What follows belongs to an exercise in optimizing a design on an open flow for small area, a short achievable clock period and few clock cycles; a production flow would make more cautious choices. For this run, only the layout was checked, not whether the RTL still works.

===== design/flow/flow/run.sh =====
#!/bin/bash
# Standard layout, with the port buffers made of the smallest buffer cell and
# Yosys's generic fine-grained ABC pass skipped, so that the adders written as
# gates reach full-adder extraction as written.
set -euo pipefail
bash standard.sh SYNTH_ARGS=-noabc BUFFER_PORTS_ARGS="-buffer_cell sky130_fd_sc_hd__buf_1" finish > standard_flow.log 2>&1

===== design/flow/standard.sh =====
#!/bin/bash
# synth_recipe.tcl (not shown) runs the flow's synth.tcl, then flattens the netlist and writes it again
# the make line also repeats each setting of config.mk as NAME=value (left out here)
make -C /OpenROAD-flow-scripts/flow DESIGN_CONFIG=/design/flow/config.mk WORK_HOME=/design/flow/orfs CLKGATE_MAP_FILE= SYNTH_SCRIPT=/design/flow/synth_recipe.tcl "${@:-finish}"

===== design/flow/config.mk =====
export PLATFORM = sky130hd
export DESIGN_NAME = rtc_fields_to_epoch_seconds_unit
export DESIGN_NICKNAME = rtc_fields_to_epoch_seconds_unit
export VERILOG_FILES = /design/flow/design.v
export SDC_FILE = /design/flow/constraint.sdc
export NUM_CORES = 4
export LEC_CHECK = 0
export CAP_MARGIN = 20
export CORE_MARGIN = 2
export CORE_UTILIZATION = 40
export SETUP_SLACK_MARGIN = 3.5
export SLEW_MARGIN = 20

===== design/flow/constraint.sdc =====
create_clock -name core_clock -period 8.0 [get_ports {clk}]
set_input_delay 1.6000 -clock core_clock [delete_from_list [all_inputs] [get_ports {clk}]]
set_output_delay 1.6000 -clock core_clock [all_outputs]
set_load 0.01 [all_outputs]

===== design/flow/design.v =====
package rfes_pkg;
  localparam logic [11:0] EPOCH_YEAR    = 12'd1970;
  localparam logic [11:0] BASE_YEAR     = 12'd2000;
  localparam logic [16:0] SECS_PER_DAY  = 17'd86400;
  localparam logic [16:0] SECS_PER_HOUR = 17'd3600;
  localparam logic [16:0] SECS_PER_MIN  = 17'd60;
  localparam logic [16:0] SECS_PER_SEC  = 17'd1;
  localparam logic [1:0] EPOCH_MOD4   = 2'd2;
  localparam logic [6:0] EPOCH_MOD100 = 7'd70;
  localparam logic [8:0] EPOCH_MOD400 = 9'd370;
  localparam logic CFG_BCD_MODE  = 1'b0;
  localparam logic CFG_TWELVE_HR = 1'b1;
  typedef struct packed {
    logic [7:0] raw_seconds;
    logic [7:0] raw_minutes;
    logic [7:0] raw_hours;
    logic [7:0] raw_monthday;
    logic [7:0] raw_month;
    logic [7:0] raw_year;
  } rfes_in_t;
  typedef struct packed {
    logic [31:0] epoch_seconds;
    logic        field_error;
  } rfes_out_t;
  typedef struct packed {
    logic [7:0] sec;
    logic [7:0] min;
    logic [7:0] hr;
    logic [7:0] day;
    logic [3:0] mon_idx;
    logic       mon_ok;
    logic [7:0] yr;
    logic       err;
  } rfes_dec_t;
  typedef enum logic [3:0] {
    ST_IDLE,
    ST_YEARS,
    ST_DAY,
    ST_MUL_DAY,
    ST_MUL_HR,
    ST_MUL_MIN,
    ST_MUL_SEC,
    ST_LAST,
    ST_OUT
  } rfes_state_t;
  typedef enum logic [3:0] {
    OP_NONE,
    OP_LOAD,
    OP_YEAR,
    OP_MONTH,
    OP_DAY,
    OP_MUL_DAY,
    OP_MUL_HR,
    OP_MUL_MIN,
    OP_MUL_SEC,
    OP_LAST
  } rfes_op_t;
  typedef struct packed {
    rfes_op_t op;
  } rfes_ctrl_t;
  typedef struct packed {
    logic year_done;
  } rfes_stat_t;
  function automatic logic [7:0] bcd_decode(input logic [7:0] b, input logic bcd);
    logic [7:0] hi;
    hi = {4'b0000, b[7:4]};
    if (bcd) begin
      bcd_decode = (hi << 3) + (hi << 1) + {4'b0000, b[3:0]};
    end else begin
      bcd_decode = b;
    end
  endfunction
  function automatic logic [8:0] days_before_month(input logic [3:0] idx);
    case (idx)
      4'd0:    days_before_month = 9'd0;
      4'd1:    days_before_month = 9'd31;
      4'd2:    days_before_month = 9'd59;
      4'd3:    days_before_month = 9'd90;
      4'd4:    days_before_month = 9'd120;
      4'd5:    days_before_month = 9'd151;
      4'd6:    days_before_month = 9'd181;
      4'd7:    days_before_month = 9'd212;
      4'd8:    days_before_month = 9'd243;
      4'd9:    days_before_month = 9'd273;
      4'd10:   days_before_month = 9'd304;
      4'd11:   days_before_month = 9'd334;
      default: days_before_month = 9'd0;
    endcase
  endfunction
  function automatic logic [4:0] month_length(input logic [3:0] idx);
    case (idx)
      4'd1:              month_length = 5'd28;
      4'd3, 4'd5, 4'd8,
      4'd10:             month_length = 5'd30;
      default:           month_length = 5'd31;
    endcase
  endfunction
  function automatic logic [15:0] month_offset(input logic [3:0] mon, input logic leap);
    case ({mon, leap})
      5'd2: month_offset = 16'd10957;
      5'd3: month_offset = 16'd10956;
      5'd4: month_offset = 16'd10988;
      5'd5: month_offset = 16'd10987;
      5'd6: month_offset = 16'd11016;
      5'd7: month_offset = 16'd11016;
      5'd8: month_offset = 16'd11047;
      5'd9: month_offset = 16'd11047;
      5'd10: month_offset = 16'd11077;
      5'd11: month_offset = 16'd11077;
      5'd12: month_offset = 16'd11108;
      5'd13: month_offset = 16'd11108;
      5'd14: month_offset = 16'd11138;
      5'd15: month_offset = 16'd11138;
      5'd16: month_offset = 16'd11169;
      5'd17: month_offset = 16'd11169;
      5'd18: month_offset = 16'd11200;
      5'd19: month_offset = 16'd11200;
      5'd20: month_offset = 16'd11230;
      5'd21: month_offset = 16'd11230;
      5'd22: month_offset = 16'd11261;
      5'd23: month_offset = 16'd11261;
      5'd24: month_offset = 16'd11291;
      5'd25: month_offset = 16'd11291;
      default: month_offset = 16'd0;
    endcase
  endfunction
  function automatic logic gt8(input logic [7:0] x, input logic [7:0] c);
    logic g;
    g = 1'b0;
    for (int i = 0; i < 8; i++) begin
      g = c[i] ? (x[i] & g) : (x[i] | g);
    end
    gt8 = g;
  endfunction
  function automatic logic bcd_gt59(input logic [7:0] b);
    bcd_gt59 = gt8({4'd0, b[7:4]}, 8'd5) || ((b[7:4] == 4'd5) && gt8({4'd0, b[3:0]}, 8'd9));
  endfunction
  function automatic logic bcd_gt23(input logic [7:0] b);
    bcd_gt23 = gt8({4'd0, b[7:4]}, 8'd2) || ((b[7:4] == 4'd2) && gt8({4'd0, b[3:0]}, 8'd3)) ||
               ((b[7:4] == 4'd1) && gt8({4'd0, b[3:0]}, 8'd13));
  endfunction
  function automatic logic bcd_gt99(input logic [7:0] b);
    bcd_gt99 = gt8({4'd0, b[7:4]}, 8'd9) || ((b[7:4] == 4'd9) && gt8({4'd0, b[3:0]}, 8'd9));
  endfunction
  function automatic logic bcd_bad_1_12(input logic [6:0] b);
    bcd_bad_1_12 = gt8({5'd0, b[6:4]}, 8'd1) || ((b[6:4] == 3'd1) && gt8({4'd0, b[3:0]}, 8'd2)) ||
                   ((b[6:4] == 3'd0) && ((b[3:0] == 4'd0) || gt8({4'd0, b[3:0]}, 8'd12)));
  endfunction
  function automatic logic day_gt(input logic [7:0] b, input logic bcd, input logic [3:0] ml);
    if (bcd) begin
      day_gt = gt8({4'd0, b[7:4]}, 8'd3) ||
               ((b[7:4] == 4'd3) && (ml[0] || ml[1] || (ml[2] && (b[3:0] != 4'd0)) ||
                                     (ml[3] && gt8({4'd0, b[3:0]}, 8'd1)))) ||
               ((b[7:4] == 4'd2) && ((ml[0] && gt8({4'd0, b[3:0]}, 8'd8)) ||
                                     (ml[1] && gt8({4'd0, b[3:0]}, 8'd9)) ||
                                     (ml[2] && gt8({4'd0, b[3:0]}, 8'd10)) ||
                                     (ml[3] && gt8({4'd0, b[3:0]}, 8'd11))));
    end else begin
      day_gt = gt8(b, 8'd31) || (ml[0] && gt8(b, 8'd28)) || (ml[1] && gt8(b, 8'd29)) ||
               (ml[2] && gt8(b, 8'd30));
    end
  endfunction
  function automatic logic [4:0] hour12(input logic [3:0] h, input logic pm);
    case ({pm, h})
      5'h01: hour12 = 5'd1;
      5'h02: hour12 = 5'd2;
      5'h03: hour12 = 5'd3;
      5'h04: hour12 = 5'd4;
      5'h05: hour12 = 5'd5;
      5'h06: hour12 = 5'd6;
      5'h07: hour12 = 5'd7;
      5'h08: hour12 = 5'd8;
      5'h09: hour12 = 5'd9;
      5'h0a: hour12 = 5'd10;
      5'h0b: hour12 = 5'd11;
      5'h11: hour12 = 5'd13;
      5'h12: hour12 = 5'd14;
      5'h13: hour12 = 5'd15;
      5'h14: hour12 = 5'd16;
      5'h15: hour12 = 5'd17;
      5'h16: hour12 = 5'd18;
      5'h17: hour12 = 5'd19;
      5'h18: hour12 = 5'd20;
      5'h19: hour12 = 5'd21;
      5'h1a: hour12 = 5'd22;
      5'h1b: hour12 = 5'd23;
      5'h1c: hour12 = 5'd12;
      default: hour12 = 5'd0;
    endcase
  endfunction
endpackage
module rtc_fields_to_epoch_seconds_unit (
  input  logic      clk,
  input  logic      rst,
  input  logic      start,
  output logic      busy,
  input  rfes_pkg::rfes_in_t  fields,
  output logic      done,
  output rfes_pkg::rfes_out_t result,
  input  logic      cfg_write,
  input  logic      cfg_index,
  input  logic      cfg_data
);
  logic        bcd_mode;
  logic        twelve_hour_mode;
  always_ff @(posedge clk) begin
    if (rst) begin
      bcd_mode         <= 1'b1;
      twelve_hour_mode <= 1'b0;
    end else if (cfg_write) begin
      case (cfg_index)
        rfes_pkg::CFG_BCD_MODE:  bcd_mode         <= cfg_data;
        rfes_pkg::CFG_TWELVE_HR: twelve_hour_mode <= cfg_data;
        default:       bcd_mode         <= bcd_mode;
      endcase
    end
  end
  assign busy = 1'b0;
  logic [5:0]  sec6;
  logic [5:0]  min6;
  logic [4:0]  hv5;
  logic [4:0]  day5;
  logic [6:0]  yr7;
  logic [3:0]  mon4;
  logic [3:0]  h4;
  logic [4:0]  hr5;
  logic        leap;
  logic [3:0]  ml;
  logic [1:0]  fields_r;
  logic        err_sec, err_min, err_hr, err_day, err_mon, err_yr, err_all;
  logic t0;
  logic t1;
  logic t2;
  logic t3;
  logic t4;
  logic t5;
  logic t6;
  logic t7;
  logic t8;
  logic t9;
  logic t10;
  logic t11;
  logic t12;
  logic t13;
  logic t14;
  logic t15;
  logic t16;
  logic t17;
  logic t18;
  logic t19;
  logic t20;
  logic t21;
  logic t22;
  logic t23;
  logic t24;
  logic t25;
  logic t26;
  logic t27;
  logic t28;
  logic t29;
  logic t30;
  logic t31;
  logic t32;
  logic t33;
  logic t34;
  logic t35;
  logic t36;
  logic t37;
  logic t38;
  logic t39;
  logic t40;
  logic t41;
  logic t42;
  logic t43;
  logic t44;
  logic t45;
  logic t46;
  logic t47;
  logic t48;
  logic t49;
  logic t50;
  logic t51;
  logic t52;
  logic t53;
  logic t54;
  logic t55;
  logic t56;
  logic t57;
  logic t58;
  logic t59;
  logic t60;
  logic t61;
  logic t62;
  logic t63;
  logic t64;
  logic t65;
  logic t66;
  logic t67;
  logic t68;
  logic t69;
  logic t70;
  logic t71;
  logic t72;
  logic t73;
  logic t74;
  logic t75;
  logic t76;
  logic t77;
  logic t78;
  logic t79;
  logic t80;
  logic t81;
  logic t82;
  logic t83;
  logic t84;
  logic t85;
  logic t86;
  logic t87;
  logic t88;
  logic t89;
  logic t90;
  logic t91;
  logic t92;
  logic t93;
  logic t94;
  logic t95;
  logic t96;
  logic t97;
  logic t98;
  logic t99;
  logic t100;
  logic t101;
  logic t102;
  logic t103;
  logic t104;
  logic t105;
  logic t106;
  logic t107;
  logic t108;
  logic t109;
  logic t110;
  logic t111;
  logic t112;
  logic t113;
  logic t114;
  logic t115;
  logic t116;
  logic t117;
  logic t118;
  logic t119;
  logic t120;
  logic t121;
  logic t122;
  logic t123;
  logic t124;
  logic t125;
  logic t126;
  logic t127;
  logic t128;
  logic t129;
  logic t130;
  logic t131;
  logic t132;
  logic t133;
  logic t134;
  logic t135;
  logic t136;
  logic t137;
  logic t138;
  logic t139;
  logic t140;
  logic t141;
  logic t142;
  logic t143;
  logic t144;
  logic t145;
  logic t146;
  logic t147;
  logic t148;
  logic t149;
  logic t150;
  logic t151;
  logic t152;
  logic t153;
  logic t154;
  logic t155;
  logic t156;
  logic t157;
  logic t158;
  logic t159;
  logic t160;
  assign t0 = bcd_mode & fields.raw_seconds[4];
  assign t1 = bcd_mode & fields.raw_seconds[5];
  assign t2 = bcd_mode ? fields.raw_seconds[6] : fields.raw_seconds[4];
  assign t3 = ~bcd_mode & fields.raw_seconds[5];
  assign t4 = ~bcd_mode & fields.raw_seconds[6];
  assign t5 = fields.raw_seconds[3] ^ fields.raw_seconds[4];
  assign t6 = fields.raw_seconds[3] & fields.raw_seconds[4];
  assign t7 = fields.raw_seconds[5] ^ t3;
  assign t8 = fields.raw_seconds[5] & t3;
  assign t9 = fields.raw_seconds[6] ^ t4;
  assign t10 = fields.raw_seconds[6] & t4;
  assign t11 = fields.raw_seconds[1] ^ t0;
  assign t12 = fields.raw_seconds[2] ^ t1;
  assign t13 = t2 ^ t5;
  assign t14 = t7 ^ t6;
  assign t15 = t9 ^ t8;
  assign t16 = fields.raw_seconds[1] & t0;
  assign t17 = fields.raw_seconds[2] & t1;
  assign t18 = t2 & t5;
  assign t19 = t7 & t6;
  assign t20 = t9 & t8;
  assign t21 = t17 | (t12 & t16);
  assign t22 = t12 & t11;
  assign t23 = t19 | (t14 & t18);
  assign t24 = t14 & t13;
  assign t25 = t18 | (t13 & t21);
  assign t26 = t13 & t22;
  assign t27 = t23 | (t24 & t21);
  assign t28 = t24 & t22;
  assign t29 = t20 | (t15 & t27);
  assign t30 = t12 ^ t16;
  assign t31 = t13 ^ t21;
  assign t32 = t14 ^ t25;
  assign t33 = t15 ^ t27;
  assign t34 = bcd_mode & fields.raw_minutes[4];
  assign t35 = bcd_mode & fields.raw_minutes[5];
  assign t36 = bcd_mode ? fields.raw_minutes[6] : fields.raw_minutes[4];
  assign t37 = ~bcd_mode & fields.raw_minutes[5];
  assign t38 = ~bcd_mode & fields.raw_minutes[6];
  assign t39 = fields.raw_minutes[3] ^ fields.raw_minutes[4];
  assign t40 = fields.raw_minutes[3] & fields.raw_minutes[4];
  assign t41 = fields.raw_minutes[5] ^ t37;
  assign t42 = fields.raw_minutes[5] & t37;
  assign t43 = fields.raw_minutes[6] ^ t38;
  assign t44 = fields.raw_minutes[6] & t38;
  assign t45 = fields.raw_minutes[1] ^ t34;
  assign t46 = fields.raw_minutes[2] ^ t35;
  assign t47 = t36 ^ t39;
  assign t48 = t41 ^ t40;
  assign t49 = t43 ^ t42;
  assign t50 = fields.raw_minutes[1] & t34;
  assign t51 = fields.raw_minutes[2] & t35;
  assign t52 = t36 & t39;
  assign t53 = t41 & t40;
  assign t54 = t43 & t42;
  assign t55 = t51 | (t46 & t50);
  assign t56 = t46 & t45;
  assign t57 = t53 | (t48 & t52);
  assign t58 = t48 & t47;
  assign t59 = t52 | (t47 & t55);
  assign t60 = t47 & t56;
  assign t61 = t57 | (t58 & t55);
  assign t62 = t58 & t56;
  assign t63 = t54 | (t49 & t61);
  assign t64 = t46 ^ t50;
  assign t65 = t47 ^ t55;
  assign t66 = t48 ^ t59;
  assign t67 = t49 ^ t61;
  assign t68 = bcd_mode & fields.raw_hours[4];
  assign t69 = bcd_mode & fields.raw_hours[5];
  assign t70 = ~bcd_mode & fields.raw_hours[4];
  assign t71 = ~bcd_mode & fields.raw_hours[5];
  assign t72 = fields.raw_hours[3] ^ fields.raw_hours[4];
  assign t73 = fields.raw_hours[3] & fields.raw_hours[4];
  assign t74 = fields.raw_hours[5] ^ t71;
  assign t75 = fields.raw_hours[5] & t71;
  assign t76 = fields.raw_hours[1] ^ t68;
  assign t77 = fields.raw_hours[2] ^ t69;
  assign t78 = t70 ^ t72;
  assign t79 = t74 ^ t73;
  assign t80 = fields.raw_hours[1] & t68;
  assign t81 = fields.raw_hours[2] & t69;
  assign t82 = t70 & t72;
  assign t83 = t74 & t73;
  assign t84 = t81 | (t77 & t80);
  assign t85 = t77 & t76;
  assign t86 = t83 | (t79 & t82);
  assign t87 = t82 | (t78 & t84);
  assign t88 = t78 & t85;
  assign t89 = t86 | (t79 & t84);
  assign t90 = t77 ^ t80;
  assign t91 = t78 ^ t84;
  assign t92 = t79 ^ t87;
  assign t93 = bcd_mode & fields.raw_monthday[4];
  assign t94 = bcd_mode & fields.raw_monthday[5];
  assign t95 = ~bcd_mode & fields.raw_monthday[4];
  assign t96 = ~bcd_mode & fields.raw_monthday[5];
  assign t97 = fields.raw_monthday[3] ^ fields.raw_monthday[4];
  assign t98 = fields.raw_monthday[3] & fields.raw_monthday[4];
  assign t99 = fields.raw_monthday[5] ^ t96;
  assign t100 = fields.raw_monthday[5] & t96;
  assign t101 = fields.raw_monthday[1] ^ t93;
  assign t102 = fields.raw_monthday[2] ^ t94;
  assign t103 = t95 ^ t97;
  assign t104 = t99 ^ t98;
  assign t105 = fields.raw_monthday[1] & t93;
  assign t106 = fields.raw_monthday[2] & t94;
  assign t107 = t95 & t97;
  assign t108 = t99 & t98;
  assign t109 = t106 | (t102 & t105);
  assign t110 = t102 & t101;
  assign t111 = t108 | (t104 & t107);
  assign t112 = t107 | (t103 & t109);
  assign t113 = t103 & t110;
  assign t114 = t111 | (t104 & t109);
  assign t115 = t102 ^ t105;
  assign t116 = t103 ^ t109;
  assign t117 = t104 ^ t112;
  assign t118 = bcd_mode & fields.raw_year[4];
  assign t119 = bcd_mode & fields.raw_year[5];
  assign t120 = bcd_mode ? fields.raw_year[6] : fields.raw_year[4];
  assign t121 = bcd_mode ? fields.raw_year[7] : fields.raw_year[5];
  assign t122 = ~bcd_mode & fields.raw_year[6];
  assign t123 = ~bcd_mode & fields.raw_year[7];
  assign t124 = fields.raw_year[3] ^ fields.raw_year[4];
  assign t125 = fields.raw_year[3] & fields.raw_year[4];
  assign t126 = fields.raw_year[5] ^ t121;
  assign t127 = fields.raw_year[5] & t121;
  assign t128 = fields.raw_year[6] ^ t122;
  assign t129 = fields.raw_year[6] & t122;
  assign t130 = fields.raw_year[7] ^ t123;
  assign t131 = fields.raw_year[7] & t123;
  assign t132 = fields.raw_year[1] ^ t118;
  assign t133 = fields.raw_year[2] ^ t119;
  assign t134 = t120 ^ t124;
  assign t135 = t126 ^ t125;
  assign t136 = t128 ^ t127;
  assign t137 = t130 ^ t129;
  assign t138 = fields.raw_year[1] & t118;
  assign t139 = fields.raw_year[2] & t119;
  assign t140 = t120 & t124;
  assign t141 = t126 & t125;
  assign t142 = t128 & t127;
  assign t143 = t130 & t129;
  assign t144 = t139 | (t133 & t138);
  assign t145 = t133 & t132;
  assign t146 = t141 | (t135 & t140);
  assign t147 = t135 & t134;
  assign t148 = t143 | (t137 & t142);
  assign t149 = t140 | (t134 & t144);
  assign t150 = t134 & t145;
  assign t151 = t146 | (t147 & t144);
  assign t152 = t147 & t145;
  assign t153 = t142 | (t136 & t151);
  assign t154 = t136 & t152;
  assign t155 = t148 | (t137 & t151);
  assign t156 = t133 ^ t138;
  assign t157 = t134 ^ t144;
  assign t158 = t135 ^ t149;
  assign t159 = t136 ^ t151;
  assign t160 = t137 ^ t153;
  assign sec6 = {t33, t32, t31, t30, t11, fields.raw_seconds[0]};
  assign min6 = {t67, t66, t65, t64, t45, fields.raw_minutes[0]};
  assign hv5 = {t92, t91, t90, t76, fields.raw_hours[0]};
  assign day5 = {t117, t116, t115, t101, fields.raw_monthday[0]};
  assign yr7 = {t160, t159, t158, t157, t156, t132, fields.raw_year[0]};
  always_comb begin
    err_sec = bcd_mode ? rfes_pkg::bcd_gt59(fields.raw_seconds) : rfes_pkg::gt8(fields.raw_seconds, 8'd59);
    err_min = bcd_mode ? rfes_pkg::bcd_gt59(fields.raw_minutes) : rfes_pkg::gt8(fields.raw_minutes, 8'd59);
    if (twelve_hour_mode) begin
      err_hr = bcd_mode ? rfes_pkg::bcd_bad_1_12(fields.raw_hours[6:0]) :
                          ((fields.raw_hours[6:0] == 7'd0) ||
                           rfes_pkg::gt8({1'b0, fields.raw_hours[6:0]}, 8'd12));
    end else begin
      err_hr = bcd_mode ? rfes_pkg::bcd_gt23(fields.raw_hours) : rfes_pkg::gt8(fields.raw_hours, 8'd23);
    end
    err_mon = bcd_mode ? (rfes_pkg::bcd_bad_1_12(fields.raw_month[6:0]) || fields.raw_month[7]) :
                         ((fields.raw_month == 8'd0) || rfes_pkg::gt8(fields.raw_month, 8'd12));
    err_yr  = bcd_mode ? rfes_pkg::bcd_gt99(fields.raw_year) : rfes_pkg::gt8(fields.raw_year, 8'd99);
  end
  always_comb begin
    if (bcd_mode && fields.raw_month[4]) begin
      mon4 = {1'b1, fields.raw_month[1], ~fields.raw_month[1], fields.raw_month[0]};
    end else begin
      mon4 = fields.raw_month[3:0];
    end
    if (bcd_mode && fields.raw_hours[4]) begin
      h4 = {1'b1, fields.raw_hours[1], ~fields.raw_hours[1], fields.raw_hours[0]};
    end else begin
      h4 = fields.raw_hours[3:0];
    end
    hr5 = twelve_hour_mode ? rfes_pkg::hour12(h4, fields.raw_hours[7]) : hv5;
    if (bcd_mode) begin
      leap = !fields.raw_year[0] && (fields.raw_year[1] == fields.raw_year[4]);
    end else begin
      leap = (fields.raw_year[1:0] == 2'b00);
    end
    ml[0] = (mon4 == 4'd2) && !leap;
    ml[1] = (mon4 == 4'd2) && leap;
    ml[2] = (mon4 == 4'd4) || (mon4 == 4'd6) || (mon4 == 4'd9) || (mon4 == 4'd11);
    ml[3] = !(ml[0] || ml[1] || ml[2]);
    err_day = (fields.raw_monthday == 8'd0) || rfes_pkg::day_gt(fields.raw_monthday, bcd_mode, ml);
    err_all = err_sec || err_min || err_hr || err_day || err_mon || err_yr;
    if (bcd_mode) begin
      fields_r = {fields.raw_year[1] ^ fields.raw_year[4], fields.raw_year[0]};
    end else begin
      fields_r = fields.raw_year[1:0];
    end
  end
  logic [31:0] tab;
  always_comb begin
    case (mon4)
      4'd1: tab = leap ? 32'd676164100 : 32'd676250500;
      4'd2: tab = leap ? 32'd678842500 : 32'd678928900;
      4'd3: tab = 32'd681348100;
      4'd4: tab = 32'd684026500;
      4'd5: tab = 32'd686618500;
      4'd6: tab = 32'd689296900;
      4'd7: tab = 32'd691888900;
      4'd8: tab = 32'd694567300;
      4'd9: tab = 32'd697245700;
      4'd10: tab = 32'd699837700;
      4'd11: tab = 32'd702516100;
      4'd12: tab = 32'd705108100;
      default: tab = 32'd0;
    endcase
  end
  logic        v_q;
  logic        err_q;
  logic [4:0]  q_q;
  logic [1:0]  r_q;
  logic [3:0]  mon_q;
  logic [4:0]  day_q;
  logic [4:0]  hr_q;
  logic [5:0]  min_q;
  logic [5:0]  sec_q;
  logic [17:0] tab_q;
  always_ff @(posedge clk) begin
    if (rst) begin
      v_q <= 1'b0;
    end else begin
      v_q <= start;
    end
  end
  always_ff @(posedge clk) begin
    err_q <= err_all;
    q_q   <= yr7[6:2];
    r_q   <= fields_r;
    mon_q <= mon4;
    day_q <= day5;
    hr_q  <= hr5;
    min_q <= min6;
    sec_q <= sec6;
    tab_q <= {tab[25], tab[24], tab[23], tab[22], tab[21], tab[20], tab[19], tab[17], tab[16], tab[15], tab[14], tab[13], tab[12], tab[11], tab[10], tab[9], tab[8], tab[7]};
  end
  logic [31:0] epoch;
  logic t161;
  logic t162;
  logic t163;
  logic t164;
  logic t165;
  logic t166;
  logic t167;
  logic t168;
  logic t169;
  logic t170;
  logic t171;
  logic t172;
  logic t173;
  logic t174;
  logic t175;
  logic t176;
  logic t177;
  logic t178;
  logic t179;
  logic t180;
  logic t181;
  logic t182;
  logic t183;
  logic t184;
  logic t185;
  logic t186;
  logic t187;
  logic t188;
  logic t189;
  logic t190;
  logic t191;
  logic t192;
  logic t193;
  logic t194;
  logic t195;
  logic t196;
  logic t197;
  logic t198;
  logic t199;
  logic t200;
  logic t201;
  logic t202;
  logic t203;
  logic t204;
  logic t205;
  logic t206;
  logic t207;
  logic t208;
  logic t209;
  logic t210;
  logic t211;
  logic t212;
  logic t213;
  logic t214;
  logic t215;
  logic t216;
  logic t217;
  logic t218;
  logic t219;
  logic t220;
  logic t221;
  logic t222;
  logic t223;
  logic t224;
  logic t225;
  logic t226;
  logic t227;
  logic t228;
  logic t229;
  logic t230;
  logic t231;
  logic t232;
  logic t233;
  logic t234;
  logic t235;
  logic t236;
  logic t237;
  logic t238;
  logic t239;
  logic t240;
  logic t241;
  logic t242;
  logic t243;
  logic t244;
  logic t245;
  logic t246;
  logic t247;
  logic t248;
  logic t249;
  logic t250;
  logic t251;
  logic t252;
  logic t253;
  logic t254;
  logic t255;
  logic t256;
  logic t257;
  logic t258;
  logic t259;
  logic t260;
  logic t261;
  logic t262;
  logic t263;
  logic t264;
  logic t265;
  logic t266;
  logic t267;
  logic t268;
  logic t269;
  logic t270;
  logic t271;
  logic t272;
  logic t273;
  logic t274;
  logic t275;
  logic t276;
  logic t277;
  logic t278;
  logic t279;
  logic t280;
  logic t281;
  logic t282;
  logic t283;
  logic t284;
  logic t285;
  logic t286;
  logic t287;
  logic t288;
  logic t289;
  logic t290;
  logic t291;
  logic t292;
  logic t293;
  logic t294;
  logic t295;
  logic t296;
  logic t297;
  logic t298;
  logic t299;
  logic t300;
  logic t301;
  logic t302;
  logic t303;
  logic t304;
  logic t305;
  logic t306;
  logic t307;
  logic t308;
  logic t309;
  logic t310;
  logic t311;
  logic t312;
  logic t313;
  logic t314;
  logic t315;
  logic t316;
  logic t317;
  logic t318;
  logic t319;
  logic t320;
  logic t321;
  logic t322;
  logic t323;
  logic t324;
  logic t325;
  logic t326;
  logic t327;
  logic t328;
  logic t329;
  logic t330;
  logic t331;
  logic t332;
  logic t333;
  logic t334;
  logic t335;
  logic t336;
  logic t337;
  logic t338;
  logic t339;
  logic t340;
  logic t341;
  logic t342;
  logic t343;
  logic t344;
  logic t345;
  logic t346;
  logic t347;
  logic t348;
  logic t349;
  logic t350;
  logic t351;
  logic t352;
  logic t353;
  logic t354;
  logic t355;
  logic t356;
  logic t357;
  logic t358;
  logic t359;
  logic t360;
  logic t361;
  logic t362;
  logic t363;
  logic t364;
  logic t365;
  logic t366;
  logic t367;
  logic t368;
  logic t369;
  logic t370;
  logic t371;
  logic t372;
  logic t373;
  logic t374;
  logic t375;
  logic t376;
  logic t377;
  logic t378;
  logic t379;
  logic t380;
  logic t381;
  logic t382;
  logic t383;
  logic t384;
  logic t385;
  logic t386;
  logic t387;
  logic t388;
  logic t389;
  logic t390;
  logic t391;
  logic t392;
  logic t393;
  logic t394;
  logic t395;
  logic t396;
  logic t397;
  logic t398;
  logic t399;
  logic t400;
  logic t401;
  logic t402;
  logic t403;
  logic t404;
  logic t405;
  logic t406;
  logic t407;
  logic t408;
  logic t409;
  logic t410;
  logic t411;
  logic t412;
  logic t413;
  logic t414;
  logic t415;
  logic t416;
  logic t417;
  logic t418;
  logic t419;
  logic t420;
  logic t421;
  logic t422;
  logic t423;
  logic t424;
  logic t425;
  logic t426;
  logic t427;
  logic t428;
  logic t429;
  logic t430;
  logic t431;
  logic t432;
  logic t433;
  logic t434;
  logic t435;
  logic t436;
  logic t437;
  logic t438;
  logic t439;
  logic t440;
  logic t441;
  logic t442;
  logic t443;
  logic t444;
  logic t445;
  logic t446;
  logic t447;
  logic t448;
  logic t449;
  logic t450;
  logic t451;
  logic t452;
  logic t453;
  logic t454;
  logic t455;
  logic t456;
  logic t457;
  logic t458;
  logic t459;
  logic t460;
  logic t461;
  logic t462;
  logic t463;
  logic t464;
  logic t465;
  logic t466;
  logic t467;
  logic t468;
  logic t469;
  logic t470;
  logic t471;
  logic t472;
  logic t473;
  logic t474;
  logic t475;
  logic t476;
  logic t477;
  logic t478;
  logic t479;
  logic t480;
  logic t481;
  logic t482;
  logic t483;
  logic t484;
  logic t485;
  logic t486;
  logic t487;
  logic t488;
  logic t489;
  logic t490;
  logic t491;
  logic t492;
  logic t493;
  logic t494;
  logic t495;
  logic t496;
  logic t497;
  logic t498;
  logic t499;
  logic t500;
  logic t501;
  logic t502;
  logic t503;
  logic t504;
  logic t505;
  logic t506;
  logic t507;
  logic t508;
  logic t509;
  logic t510;
  logic t511;
  logic t512;
  logic t513;
  logic t514;
  logic t515;
  logic t516;
  logic t517;
  logic t518;
  logic t519;
  logic t520;
  logic t521;
  logic t522;
  logic t523;
  logic t524;
  logic t525;
  logic t526;
  logic t527;
  logic t528;
  logic t529;
  logic t530;
  logic t531;
  logic t532;
  logic t533;
  logic t534;
  logic t535;
  logic t536;
  logic t537;
  logic t538;
  logic t539;
  logic t540;
  logic t541;
  logic t542;
  logic t543;
  logic t544;
  logic t545;
  logic t546;
  logic t547;
  assign t161 = ~q_q[0] ^ day_q[0];
  assign t162 = ~q_q[0] & day_q[0];
  assign t163 = ~q_q[1] ^ day_q[1] ^ day_q[0];
  assign t164 = (~q_q[1] & day_q[1]) | (day_q[0] & (~q_q[1] ^ day_q[1]));
  assign t165 = ~q_q[2] ^ day_q[2];
  assign t166 = ~q_q[2] & day_q[2];
  assign t167 = ~q_q[3] ^ day_q[3] ^ day_q[2];
  assign t168 = (~q_q[3] & day_q[3]) | (day_q[2] & (~q_q[3] ^ day_q[3]));
  assign t169 = ~q_q[4] ^ day_q[4] ^ day_q[3];
  assign t170 = (~q_q[4] & day_q[4]) | (day_q[3] & (~q_q[4] ^ day_q[4]));
  assign t171 = day_q[4] ^ day_q[0];
  assign t172 = day_q[4] & day_q[0];
  assign t173 = q_q[0] ^ day_q[1];
  assign t174 = q_q[0] & day_q[1];
  assign t175 = q_q[1] ^ day_q[2];
  assign t176 = q_q[1] & day_q[2];
  assign t177 = q_q[2] ^ day_q[3];
  assign t178 = q_q[2] & day_q[3];
  assign t179 = q_q[3] ^ day_q[4] ^ day_q[2];
  assign t180 = (q_q[3] & day_q[4]) | (day_q[2] & (q_q[3] ^ day_q[4]));
  assign t181 = q_q[4] ^ ~q_q[0];
  assign t182 = q_q[4] & ~q_q[0];
  assign t183 = hr_q[3] ^ ~min_q[5] ^ min_q[1];
  assign t184 = (hr_q[3] & ~min_q[5]) | (min_q[1] & (hr_q[3] ^ ~min_q[5]));
  assign t185 = hr_q[4] ^ min_q[2] ^ ~r_q[1];
  assign t186 = (hr_q[4] & min_q[2]) | (~r_q[1] & (hr_q[4] ^ min_q[2]));
  assign t187 = tab_q[1] ^ t162;
  assign t188 = tab_q[1] & t162;
  assign t189 = day_q[1] ^ ~hr_q[0] ^ min_q[3];
  assign t190 = (day_q[1] & ~hr_q[0]) | (min_q[3] & (day_q[1] ^ ~hr_q[0]));
  assign t191 = tab_q[2] ^ t165 ^ t164;
  assign t192 = (tab_q[2] & t165) | (t164 & (tab_q[2] ^ t165));
  assign t193 = ~hr_q[1] ^ min_q[4] ^ r_q[0];
  assign t194 = (~hr_q[1] & min_q[4]) | (r_q[0] & (~hr_q[1] ^ min_q[4]));
  assign t195 = tab_q[3] ^ t166 ^ t167;
  assign t196 = (tab_q[3] & t166) | (t167 & (tab_q[3] ^ t166));
  assign t197 = ~hr_q[2] ^ min_q[5] ^ r_q[1];
  assign t198 = (~hr_q[2] & min_q[5]) | (r_q[1] & (~hr_q[2] ^ min_q[5]));
  assign t199 = tab_q[4] ^ t169 ^ t168;
  assign t200 = (tab_q[4] & t169) | (t168 & (tab_q[4] ^ t169));
  assign t201 = ~hr_q[3] ^ hr_q[0] ^ ~r_q[0];
  assign t202 = (~hr_q[3] & hr_q[0]) | (~r_q[0] & (~hr_q[3] ^ hr_q[0]));
  assign t203 = tab_q[5] ^ t171 ^ t170;
  assign t204 = (tab_q[5] & t171) | (t170 & (tab_q[5] ^ t171));
  assign t205 = ~hr_q[4] ^ hr_q[1] ^ ~r_q[1];
  assign t206 = (~hr_q[4] & hr_q[1]) | (~r_q[1] & (~hr_q[4] ^ hr_q[1]));
  assign t207 = tab_q[6] ^ t173 ^ t172;
  assign t208 = (tab_q[6] & t173) | (t172 & (tab_q[6] ^ t173));
  assign t209 = day_q[0] ^ hr_q[2] ^ r_q[0];
  assign t210 = (day_q[0] & hr_q[2]) | (r_q[0] & (day_q[0] ^ hr_q[2]));
  assign t211 = tab_q[7] ^ t175 ^ t174;
  assign t212 = (tab_q[7] & t175) | (t174 & (tab_q[7] ^ t175));
  assign t213 = day_q[1] ^ hr_q[3] ^ r_q[1];
  assign t214 = (day_q[1] & hr_q[3]) | (r_q[1] & (day_q[1] ^ hr_q[3]));
  assign t215 = tab_q[8] ^ t177 ^ t176;
  assign t216 = (tab_q[8] & t177) | (t176 & (tab_q[8] ^ t177));
  assign t217 = day_q[0] ^ hr_q[4] ^ r_q[0];
  assign t218 = (day_q[0] & hr_q[4]) | (r_q[0] & (day_q[0] ^ hr_q[4]));
  assign t219 = tab_q[9] ^ t178 ^ t179;
  assign t220 = (tab_q[9] & t178) | (t179 & (tab_q[9] ^ t178));
  assign t221 = day_q[3] ^ day_q[1] ^ r_q[1];
  assign t222 = (day_q[3] & day_q[1]) | (r_q[1] & (day_q[3] ^ day_q[1]));
  assign t223 = tab_q[10] ^ t181 ^ t180;
  assign t224 = (tab_q[10] & t181) | (t180 & (tab_q[10] ^ t181));
  assign t225 = ~q_q[1] ^ day_q[4] ^ day_q[2];
  assign t226 = (~q_q[1] & day_q[4]) | (day_q[2] & (~q_q[1] ^ day_q[4]));
  assign t227 = 1'b1 ^ t182;
  assign t228 = 1'b1 & t182;
  assign t229 = ~q_q[2] ^ q_q[0] ^ day_q[3];
  assign t230 = (~q_q[2] & q_q[0]) | (day_q[3] & (~q_q[2] ^ q_q[0]));
  assign t231 = ~q_q[3] ^ q_q[1];
  assign t232 = ~q_q[3] & q_q[1];
  assign t233 = ~q_q[4] ^ q_q[2];
  assign t234 = ~q_q[4] & q_q[2];
  assign t235 = ~r_q[0] ^ tab_q[0];
  assign t236 = ~r_q[0] & tab_q[0];
  assign t237 = t163 ^ t185 ^ t184;
  assign t238 = (t163 & t185) | (t184 & (t163 ^ t185));
  assign t239 = t189 ^ t186 ^ t188;
  assign t240 = (t189 & t186) | (t188 & (t189 ^ t186));
  assign t241 = t193 ^ t190 ^ t195;
  assign t242 = (t193 & t190) | (t195 & (t193 ^ t190));
  assign t243 = t197 ^ t194 ^ t199;
  assign t244 = (t197 & t194) | (t199 & (t197 ^ t194));
  assign t245 = t201 ^ t198 ^ t203;
  assign t246 = (t201 & t198) | (t203 & (t201 ^ t198));
  assign t247 = t205 ^ t202 ^ t207;
  assign t248 = (t205 & t202) | (t207 & (t205 ^ t202));
  assign t249 = t209 ^ t206 ^ t211;
  assign t250 = (t209 & t206) | (t211 & (t209 ^ t206));
  assign t251 = t213 ^ t210 ^ t215;
  assign t252 = (t213 & t210) | (t215 & (t213 ^ t210));
  assign t253 = t217 ^ t214 ^ t216;
  assign t254 = (t217 & t214) | (t216 & (t217 ^ t214));
  assign t255 = t221 ^ t218 ^ t223;
  assign t256 = (t221 & t218) | (t223 & (t221 ^ t218));
  assign t257 = t225 ^ t222 ^ t227;
  assign t258 = (t225 & t222) | (t227 & (t225 ^ t222));
  assign t259 = tab_q[11] ^ t229 ^ t226;
  assign t260 = (tab_q[11] & t229) | (t226 & (tab_q[11] ^ t229));
  assign t261 = day_q[4] ^ tab_q[12] ^ t231;
  assign t262 = (day_q[4] & tab_q[12]) | (t231 & (day_q[4] ^ tab_q[12]));
  assign t263 = ~r_q[0] ^ tab_q[13] ^ t233;
  assign t264 = (~r_q[0] & tab_q[13]) | (t233 & (~r_q[0] ^ tab_q[13]));
  assign t265 = q_q[3] ^ ~r_q[1] ^ tab_q[14];
  assign t266 = (q_q[3] & ~r_q[1]) | (tab_q[14] & (q_q[3] ^ ~r_q[1]));
  assign t267 = q_q[4] ^ ~q_q[0];
  assign t268 = q_q[4] & ~q_q[0];
  assign t269 = ~min_q[0] ^ sec_q[2];
  assign t270 = ~min_q[0] & sec_q[2];
  assign t271 = ~min_q[1] ^ sec_q[3];
  assign t272 = ~min_q[1] & sec_q[3];
  assign t273 = hr_q[0] ^ ~min_q[2] ^ sec_q[4];
  assign t274 = (hr_q[0] & ~min_q[2]) | (sec_q[4] & (hr_q[0] ^ ~min_q[2]));
  assign t275 = hr_q[1] ^ ~min_q[3] ^ sec_q[5];
  assign t276 = (hr_q[1] & ~min_q[3]) | (sec_q[5] & (hr_q[1] ^ ~min_q[3]));
  assign t277 = hr_q[2] ^ ~min_q[4] ^ min_q[0];
  assign t278 = (hr_q[2] & ~min_q[4]) | (min_q[0] & (hr_q[2] ^ ~min_q[4]));
  assign t279 = t161 ^ t235 ^ t183;
  assign t280 = (t161 & t235) | (t183 & (t161 ^ t235));
  assign t281 = t236 ^ t187 ^ t237;
  assign t282 = (t236 & t187) | (t237 & (t236 ^ t187));
  assign t283 = t191 ^ t238 ^ t239;
  assign t284 = (t191 & t238) | (t239 & (t191 ^ t238));
  assign t285 = t192 ^ t240 ^ t241;
  assign t286 = (t192 & t240) | (t241 & (t192 ^ t240));
  assign t287 = t196 ^ t243 ^ t242;
  assign t288 = (t196 & t243) | (t242 & (t196 ^ t243));
  assign t289 = t200 ^ t245 ^ t244;
  assign t290 = (t200 & t245) | (t244 & (t200 ^ t245));
  assign t291 = t204 ^ t247 ^ t246;
  assign t292 = (t204 & t247) | (t246 & (t204 ^ t247));
  assign t293 = t208 ^ t249 ^ t248;
  assign t294 = (t208 & t249) | (t248 & (t208 ^ t249));
  assign t295 = t212 ^ t251 ^ t250;
  assign t296 = (t212 & t251) | (t250 & (t212 ^ t251));
  assign t297 = t219 ^ t253 ^ t252;
  assign t298 = (t219 & t253) | (t252 & (t219 ^ t253));
  assign t299 = t220 ^ t254 ^ t255;
  assign t300 = (t220 & t254) | (t255 & (t220 ^ t254));
  assign t301 = t224 ^ t257 ^ t256;
  assign t302 = (t224 & t257) | (t256 & (t224 ^ t257));
  assign t303 = t228 ^ t259 ^ t258;
  assign t304 = (t228 & t259) | (t258 & (t228 ^ t259));
  assign t305 = t230 ^ t261 ^ t260;
  assign t306 = (t230 & t261) | (t260 & (t230 ^ t261));
  assign t307 = t232 ^ t263 ^ t262;
  assign t308 = (t232 & t263) | (t262 & (t232 ^ t263));
  assign t309 = t234 ^ t265 ^ t264;
  assign t310 = (t234 & t265) | (t264 & (t234 ^ t265));
  assign t311 = tab_q[15] ^ t267 ^ t266;
  assign t312 = (tab_q[15] & t267) | (t266 & (tab_q[15] ^ t267));
  assign t313 = ~q_q[1] ^ tab_q[16] ^ t268;
  assign t314 = (~q_q[1] & tab_q[16]) | (t268 & (~q_q[1] ^ tab_q[16]));
  assign t315 = ~q_q[2] ^ r_q[0] ^ tab_q[17];
  assign t316 = (~q_q[2] & r_q[0]) | (tab_q[17] & (~q_q[2] ^ r_q[0]));
  assign t317 = ~q_q[3] ^ r_q[1];
  assign t318 = ~q_q[3] & r_q[1];
  assign t319 = ~q_q[4] ^ q_q[0] ^ 1'b1;
  assign t320 = (~q_q[4] & q_q[0]) | (1'b1 & (~q_q[4] ^ q_q[0]));
  assign t321 = 1'b1 ^ t269;
  assign t322 = t271 ^ t270;
  assign t323 = t273 ^ t272;
  assign t324 = t275 ^ t274;
  assign t325 = t277 ^ t276;
  assign t326 = t279 ^ t278;
  assign t327 = t281 ^ t280;
  assign t328 = t283 ^ t282;
  assign t329 = t285 ^ t284;
  assign t330 = t287 ^ t286;
  assign t331 = t289 ^ t288;
  assign t332 = t291 ^ t290;
  assign t333 = t293 ^ t292;
  assign t334 = t295 ^ t294;
  assign t335 = t297 ^ t296;
  assign t336 = t299 ^ t298;
  assign t337 = t301 ^ t300;
  assign t338 = t303 ^ t302;
  assign t339 = t305 ^ t304;
  assign t340 = t307 ^ t306;
  assign t341 = t309 ^ t308;
  assign t342 = t311 ^ t310;
  assign t343 = t313 ^ t312;
  assign t344 = t315 ^ t314;
  assign t345 = t317 ^ t316;
  assign t346 = t319 ^ t318;
  assign t347 = q_q[1] ^ t320;
  assign t348 = q_q[2] ^ 1'b1;
  assign t349 = q_q[3] ^ 1'b0;
  assign t350 = q_q[4] ^ 1'b0;
  assign t351 = 1'b1 & t269;
  assign t352 = t271 & t270;
  assign t353 = t273 & t272;
  assign t354 = t275 & t274;
  assign t355 = t277 & t276;
  assign t356 = t279 & t278;
  assign t357 = t281 & t280;
  assign t358 = t283 & t282;
  assign t359 = t285 & t284;
  assign t360 = t287 & t286;
  assign t361 = t289 & t288;
  assign t362 = t291 & t290;
  assign t363 = t293 & t292;
  assign t364 = t295 & t294;
  assign t365 = t297 & t296;
  assign t366 = t299 & t298;
  assign t367 = t301 & t300;
  assign t368 = t303 & t302;
  assign t369 = t305 & t304;
  assign t370 = t307 & t306;
  assign t371 = t309 & t308;
  assign t372 = t311 & t310;
  assign t373 = t313 & t312;
  assign t374 = t315 & t314;
  assign t375 = t317 & t316;
  assign t376 = t319 & t318;
  assign t377 = q_q[1] & t320;
  assign t378 = q_q[2] & 1'b1;
  assign t379 = q_q[3] & 1'b0;
  assign t380 = q_q[4] & 1'b0;
  assign t381 = t352 | (t322 & t351);
  assign t382 = t322 & t321;
  assign t383 = t354 | (t324 & t353);
  assign t384 = t324 & t323;
  assign t385 = t356 | (t326 & t355);
  assign t386 = t326 & t325;
  assign t387 = t358 | (t328 & t357);
  assign t388 = t328 & t327;
  assign t389 = t360 | (t330 & t359);
  assign t390 = t330 & t329;
  assign t391 = t362 | (t332 & t361);
  assign t392 = t332 & t331;
  assign t393 = t364 | (t334 & t363);
  assign t394 = t334 & t333;
  assign t395 = t366 | (t336 & t365);
  assign t396 = t336 & t335;
  assign t397 = t368 | (t338 & t367);
  assign t398 = t338 & t337;
  assign t399 = t370 | (t340 & t369);
  assign t400 = t340 & t339;
  assign t401 = t372 | (t342 & t371);
  assign t402 = t342 & t341;
  assign t403 = t374 | (t344 & t373);
  assign t404 = t344 & t343;
  assign t405 = t376 | (t346 & t375);
  assign t406 = t346 & t345;
  assign t407 = t378 | (t348 & t377);
  assign t408 = t348 & t347;
  assign t409 = t380 | (t350 & t379);
  assign t410 = t353 | (t323 & t381);
  assign t411 = t323 & t382;
  assign t412 = t383 | (t384 & t381);
  assign t413 = t384 & t382;
  assign t414 = t357 | (t327 & t385);
  assign t415 = t327 & t386;
  assign t416 = t387 | (t388 & t385);
  assign t417 = t388 & t386;
  assign t418 = t361 | (t331 & t389);
  assign t419 = t331 & t390;
  assign t420 = t391 | (t392 & t389);
  assign t421 = t392 & t390;
  assign t422 = t365 | (t335 & t393);
  assign t423 = t335 & t394;
  assign t424 = t395 | (t396 & t393);
  assign t425 = t396 & t394;
  assign t426 = t369 | (t339 & t397);
  assign t427 = t339 & t398;
  assign t428 = t399 | (t400 & t397);
  assign t429 = t400 & t398;
  assign t430 = t373 | (t343 & t401);
  assign t431 = t343 & t402;
  assign t432 = t403 | (t404 & t401);
  assign t433 = t404 & t402;
  assign t434 = t377 | (t347 & t405);
  assign t435 = t347 & t406;
  assign t436 = t407 | (t408 & t405);
  assign t437 = t408 & t406;
  assign t438 = t355 | (t325 & t412);
  assign t439 = t325 & t413;
  assign t440 = t385 | (t386 & t412);
  assign t441 = t386 & t413;
  assign t442 = t414 | (t415 & t412);
  assign t443 = t415 & t413;
  assign t444 = t416 | (t417 & t412);
  assign t445 = t417 & t413;
  assign t446 = t363 | (t333 & t420);
  assign t447 = t333 & t421;
  assign t448 = t393 | (t394 & t420);
  assign t449 = t394 & t421;
  assign t450 = t422 | (t423 & t420);
  assign t451 = t423 & t421;
  assign t452 = t424 | (t425 & t420);
  assign t453 = t425 & t421;
  assign t454 = t371 | (t341 & t428);
  assign t455 = t341 & t429;
  assign t456 = t401 | (t402 & t428);
  assign t457 = t402 & t429;
  assign t458 = t430 | (t431 & t428);
  assign t459 = t431 & t429;
  assign t460 = t432 | (t433 & t428);
  assign t461 = t433 & t429;
  assign t462 = t379 | (t349 & t436);
  assign t463 = t349 & t437;
  assign t464 = t409 | (t350 & t436);
  assign t465 = t359 | (t329 & t444);
  assign t466 = t329 & t445;
  assign t467 = t389 | (t390 & t444);
  assign t468 = t390 & t445;
  assign t469 = t418 | (t419 & t444);
  assign t470 = t419 & t445;
  assign t471 = t420 | (t421 & t444);
  assign t472 = t421 & t445;
  assign t473 = t446 | (t447 & t444);
  assign t474 = t447 & t445;
  assign t475 = t448 | (t449 & t444);
  assign t476 = t449 & t445;
  assign t477 = t450 | (t451 & t444);
  assign t478 = t451 & t445;
  assign t479 = t452 | (t453 & t444);
  assign t480 = t453 & t445;
  assign t481 = t375 | (t345 & t460);
  assign t482 = t345 & t461;
  assign t483 = t405 | (t406 & t460);
  assign t484 = t406 & t461;
  assign t485 = t434 | (t435 & t460);
  assign t486 = t435 & t461;
  assign t487 = t436 | (t437 & t460);
  assign t488 = t437 & t461;
  assign t489 = t462 | (t463 & t460);
  assign t490 = t463 & t461;
  assign t491 = t464 | (t350 & t460);
  assign t492 = t367 | (t337 & t479);
  assign t493 = t337 & t480;
  assign t494 = t397 | (t398 & t479);
  assign t495 = t398 & t480;
  assign t496 = t426 | (t427 & t479);
  assign t497 = t427 & t480;
  assign t498 = t428 | (t429 & t479);
  assign t499 = t429 & t480;
  assign t500 = t454 | (t455 & t479);
  assign t501 = t455 & t480;
  assign t502 = t456 | (t457 & t479);
  assign t503 = t457 & t480;
  assign t504 = t458 | (t459 & t479);
  assign t505 = t459 & t480;
  assign t506 = t460 | (t461 & t479);
  assign t507 = t461 & t480;
  assign t508 = t481 | (t482 & t479);
  assign t509 = t482 & t480;
  assign t510 = t483 | (t484 & t479);
  assign t511 = t484 & t480;
  assign t512 = t485 | (t486 & t479);
  assign t513 = t486 & t480;
  assign t514 = t487 | (t488 & t479);
  assign t515 = t488 & t480;
  assign t516 = t489 | (t490 & t479);
  assign t517 = t490 & t480;
  assign t518 = t491 | (t350 & t479);
  assign t519 = t322 ^ t351;
  assign t520 = t323 ^ t381;
  assign t521 = t324 ^ t410;
  assign t522 = t325 ^ t412;
  assign t523 = t326 ^ t438;
  assign t524 = t327 ^ t440;
  assign t525 = t328 ^ t442;
  assign t526 = t329 ^ t444;
  assign t527 = t330 ^ t465;
  assign t528 = t331 ^ t467;
  assign t529 = t332 ^ t469;
  assign t530 = t333 ^ t471;
  assign t531 = t334 ^ t473;
  assign t532 = t335 ^ t475;
  assign t533 = t336 ^ t477;
  assign t534 = t337 ^ t479;
  assign t535 = t338 ^ t492;
  assign t536 = t339 ^ t494;
  assign t537 = t340 ^ t496;
  assign t538 = t341 ^ t498;
  assign t539 = t342 ^ t500;
  assign t540 = t343 ^ t502;
  assign t541 = t344 ^ t504;
  assign t542 = t345 ^ t506;
  assign t543 = t346 ^ t508;
  assign t544 = t347 ^ t510;
  assign t545 = t348 ^ t512;
  assign t546 = t349 ^ t514;
  assign t547 = t350 ^ t516;
  assign epoch = {t547, t546, t545, t544, t543, t542, t541, t540, t539, t538, t537, t536, t535, t534, t533, t532, t531, t530, t529, t528, t527, t526, t525, t524, t523, t522, t521, t520, t519, t321, sec_q[1], sec_q[0]};
  logic        v2_q;
  logic [32:0] res_q;
  always_ff @(posedge clk) begin
    if (rst) begin
      v2_q <= 1'b0;
    end else begin
      v2_q <= v_q;
    end
  end
  always_ff @(posedge clk) begin
    res_q <= {epoch, err_q};
  end
  assign done   = v2_q;
  assign result = res_q;
endmodule

==> metrics list <==
* Run status: complete, no violations
- In the routed design, unresolved DRC markers number 0.
- Data on the critical path arrives at its endpoint at 4.66 ns.
- STA classifies the critical path startpoint as a register.
- Final antenna-violating net count: 0
- Number of synthesized register bits: 85
- Count of final max-slew check failures: 0
- For the worst-skew pair, the clock arrives at the later sink with an insertion delay of between 0.3 and 0.4 ns.
- Yosys mapped a number of flops with a built-in enable equal to 0.
- Setup violations remaining at the end of the flow were counted as 0.
* Pin slew with the least headroom to its limit: ~0.89 ns
- The synthesized netlist devotes around a tenth of its cell area to simple gates.
- After detailed routing, the average wire length per cell comes to about 16 um.
* Global route total overflow: 0
* Total wirelength of the detailed-routed design: between 15,000 and 20,000 um
- HPWL reported at the end of detailed placement: ~13,000 um
- Xor/xnor share of the synthesized area: approximately 4.8%
* Std-Cell Core Area: approximately 16,000 um^2
- The first routing iteration left between 200 and 300 violations.
- Each instance of the synthesized netlist takes up on average ~10 um^2.
- Setup repair after global routing could not meet its margin everywhere.
* Worst-path clk slew: 0.06 ns
- Layout area overhead: 14.7%
- Pre-antenna DRT Iters: 4
- In this run the deepest clock path goes through 2 buffers.
- GRT Overall Usage: a little under a fifth
- Ys async rst share: 0%
* Most area-hungry cell type in the Yosys netlist: sky130_fd_sc_hd__dfxtp_1
- Routability-driven placement finished with a final weighted congestion of slightly below 0.9.
* Fraction of layout instances using a drive strength above 1: about 7.9%
* Die H: between 100 and 150 um
- The number of different library cells used by synthesis comes to 73.
* IO Port Bufs: 87
* Final worst path period share: a little under three fifths
* Largest net degree at the start of global routing: 38
- Via count of the first global-routing pass: ~5.1k
- 0 antenna diodes ended up in the layout.
* Global-route wire length before repair: around 26,000 um
- The floorplan step defined a die boundary enclosing ~17,000 um^2.
- Most area-consuming cells after synthesis: sky130_fd_sc_hd__dfxtp_1, sky130_fd_sc_hd__fa_1, sky130_fd_sc_hd__ha_1
- Number of standard cells after synthesis: around 670
- Number of antenna violations at the first check in global routing: 0
* Critical path data required time: 8.22 ns
- Across the run, the number of max-cap violations was 0.
- On the final layout, the worst clock skew is around 0.0063 ns.
* Main combinational cell family by area after synthesis: adder cells
- Vias per inst: between 5 and 6
* Number of vias after detailed routing: between 4k and 5k
* Fraction of synthesized cell area taken by the top area cell type: about a quarter
- Initial Util: 41.1%
- The number of nets handed over by synthesis was between 800 and 900.
- Critical setup path kind: reg2reg
* CTS Root Cell: sky130_fd_sc_hd__clkbuf_16
- Achievable frequency: ~230 MHz
* Largest fanout on the critical path: 3
- Synthesized area: 6550 um^2
- Filler cell count in the final layout: around 1.5k
- Type of element capturing the critical path: register
- Compound-gate portion of the synthesized area: about 17%
* Chip Width: 132 um
- TritonCTS built the clock tree.
- Layout net count: approximately 950
* Total clock sinks: 85
- Area share of fa/ha/maj cells after synthesis: ~36%
- For this run, the number of Yosys warnings is 1.
- Share of the yosys chip area belonging to registers: 26.0%
* Core Rows: between 40 and 50
* Boundary pin count: just under 90
* Path type of the worst min-delay path: reg2reg
* Total count of hold-check failures in the final report: 0
- Total CTS buffers: 9
* Max transition margin: between 40% and 50%
* Final critical delay including setup and external delays: 4.44 ns
- CTS built an H-tree with a depth of 3.
- Multiplexer share of the synthesized area: 0.497%
- Sum Neg Setup Slack: 0 ns
- Among all flip-flop cells after synthesis, the most frequent one is sky130_fd_sc_hd__dfxtp_1.
[critical path, cell delays in order, from the launching register on]
cell                       delay, ns
sky130_fd_sc_hd__dfxtp_4        0.36
sky130_fd_sc_hd__inv_1          0.07
sky130_fd_sc_hd__fa_1           0.50
sky130_fd_sc_hd__inv_1          0.05
sky130_fd_sc_hd__fa_1           0.50
sky130_fd_sc_hd__fa_1           0.44
sky130_fd_sc_hd__fa_1           0.54
sky130_fd_sc_hd__ha_4           0.22
sky130_fd_sc_hd__a211o_1        0.28
sky130_fd_sc_hd__o211ai_2       0.10
sky130_fd_sc_hd__o21ai_4        0.09
sky130_fd_sc_hd__o21a_1         0.20
sky130_fd_sc_hd__a311o_1        0.28
sky130_fd_sc_hd__a21o_1         0.20
sky130_fd_sc_hd__fa_2           0.35
sky130_fd_sc_hd__xor2_1         0.15
[Yosys cell counts, types with 3 or more instances]
| master | count |
|---|---|
| sky130_fd_sc_hd__a211oi_1 | 4 |
| sky130_fd_sc_hd__o211ai_1 | 5 |
| sky130_fd_sc_hd__a21o_1 | 12 |
| sky130_fd_sc_hd__nor4_1 | 5 |
| sky130_fd_sc_hd__a21oi_2 | 3 |
| sky130_fd_sc_hd__nor2b_1 | 11 |
| sky130_fd_sc_hd__o22ai_1 | 7 |
| sky130_fd_sc_hd__nor3_1 | 7 |
| sky130_fd_sc_hd__nand4_1 | 5 |
| sky130_fd_sc_hd__o221ai_1 | 3 |
| sky130_fd_sc_hd__fa_1 | 79 |
| sky130_fd_sc_hd__a22oi_1 | 3 |
| sky130_fd_sc_hd__xnor2_1 | 21 |
| sky130_fd_sc_hd__o21ai_0 | 33 |
| sky130_fd_sc_hd__a31oi_1 | 4 |
| sky130_fd_sc_hd__a21oi_1 | 37 |
| sky130_fd_sc_hd__o31ai_1 | 3 |
| sky130_fd_sc_hd__dfxtp_1 | 85 |
| sky130_fd_sc_hd__o21a_1 | 3 |
| sky130_fd_sc_hd__nor2_1 | 42 |
| sky130_fd_sc_hd__a211o_1 | 3 |
| sky130_fd_sc_hd__inv_1 | 85 |
| sky130_fd_sc_hd__xor2_1 | 15 |
| sky130_fd_sc_hd__clkinv_1 | 3 |
| sky130_fd_sc_hd__and2_1 | 6 |
| sky130_fd_sc_hd__nand2_1 | 33 |
| sky130_fd_sc_hd__o21ai_1 | 4 |
| sky130_fd_sc_hd__clkbuf_1 | 19 |
| sky130_fd_sc_hd__ha_1 | 60 |
| sky130_fd_sc_hd__nand3_1 | 11 |
[through the flow]
stage	std cells	util, %	area (um^2)	worst slack, ns	hold slack [ns]
floorplan	665	-	6570	3.53	0.310
global placement	947	44.4	7090	3.42	0.310
detailed placement	947	44.4	7090	3.27	0.318
CTS	966	46.8	7460	3.52	0.332
global route	972	47.1	7510	3.45	0.340
finish	972	47.1	7510	3.56	0.328
[metal layers]
metal | share of wire, % | track usage, % | vias up
li1 | - | - | 2423
met1 | 46 | 25.1 | 2414
met2 | 49 | 31.4 | 105
met3 | 3.4 | 2.46 | 16
met4 | 1.6 | 5.98 | 0
met5 | 0 | 0 | -
[cell type report]
type	instances	area (um^2)	share of cell area [%]
timing repair buffer	99	417	5.55
clock inverter	3	68.8	0.916
multi-input combinational	469	4460	59.3
inverter	88	330	4.40
tap	216	270	3.60
clock buffer	12	256	3.41
sequential	85	1720	22.8
[what timing repair did]
item                       CTS  global route
resized for setup            8             4
gates cloned                 0             0
setup buffers                4             6
hold buffers                 0             0
setup endpoints to repair    2             4
pin swaps                    4             3
[path summary, 6_finish.rpt]
| kind | slack, ns | from | depth (start not counted) | endpoint |
|---|---|---|---|---|
| min | 0.33 | sec_q[1] | 0 | res_q[2] |
| max | 3.56 | day_q[4] | 15 | res_q[20] |
| max reg2reg | 3.56 | day_q[4] | 15 | res_q[20] |
| min reg2reg | 0.33 | sec_q[1] | 0 | res_q[2] |
[cells in the final DEF, fill, tap and decap left out, drive strengths merged, types with 3 or more instances in the layout]
cell and count:
and2 7, dfxtp 85, inv 85, nor2 42
xnor2 21, o221ai 3, o211ai 7, nand3 11
clkbuf 12, nand2 33, nor2b 11, nand4 5
o21ai 38, a21oi 40, a211o 3, buf 99
xor2 15, a31oi 4, a22oi 3, a21o 12
o211a 3, a221oi 3, nor3 7, clkinv 4
o22ai 7, o21a 3, o31ai 3, ha 60
nor4 5, a211oi 5, fa 79
[logic make-up (layout without fill, tap and decap cells)]
kind of cell               after synthesis  after routing
AOI/OAI and AO/OA                      156            156
adders and majority gates              139            139
and+or+nand+nor                        134            134
buffers and inverters                  111            202
DFF                                     85             85
xor gates and xnor gates                36             36
muxes                                    3              3
other                                    1              1

## separate check: timing with driven ports
How much do the figures lean on ideal ports? The routed layout below was timed once more, with nothing changed but the port constraints. Step 1 (the two cells are an assumption about what drives the block):
set clk [get_ports {clk}]
set_driving_cell -lib_cell sky130_fd_sc_hd__clkbuf_16 $clk
set_driving_cell -lib_cell sky130_fd_sc_hd__buf_2 [delete_from_list [all_inputs] $clk]
Step 2 also shifts input and output timing later by t, the mid clock arrival at the registers, as if the neighbouring blocks saw the same clock. Slacks: ideal ports / drivers / drivers and shift; pairs: ideal ports / drivers.
shift t [ns]: 0.380
slack for setup (ns): 3.560 / 3.560 / 3.560
hold WS [ns]: 0.328 / 0.328 / 0.328
worst register clock-pin slew, ns: 0.06 / 0.06
pins driven straight from the clock port: 1
After both steps setup and hold are still met in this run. For this run, drivers alone change the setup slack by 0.000 ns; drivers and shift together by 0.000 ns.
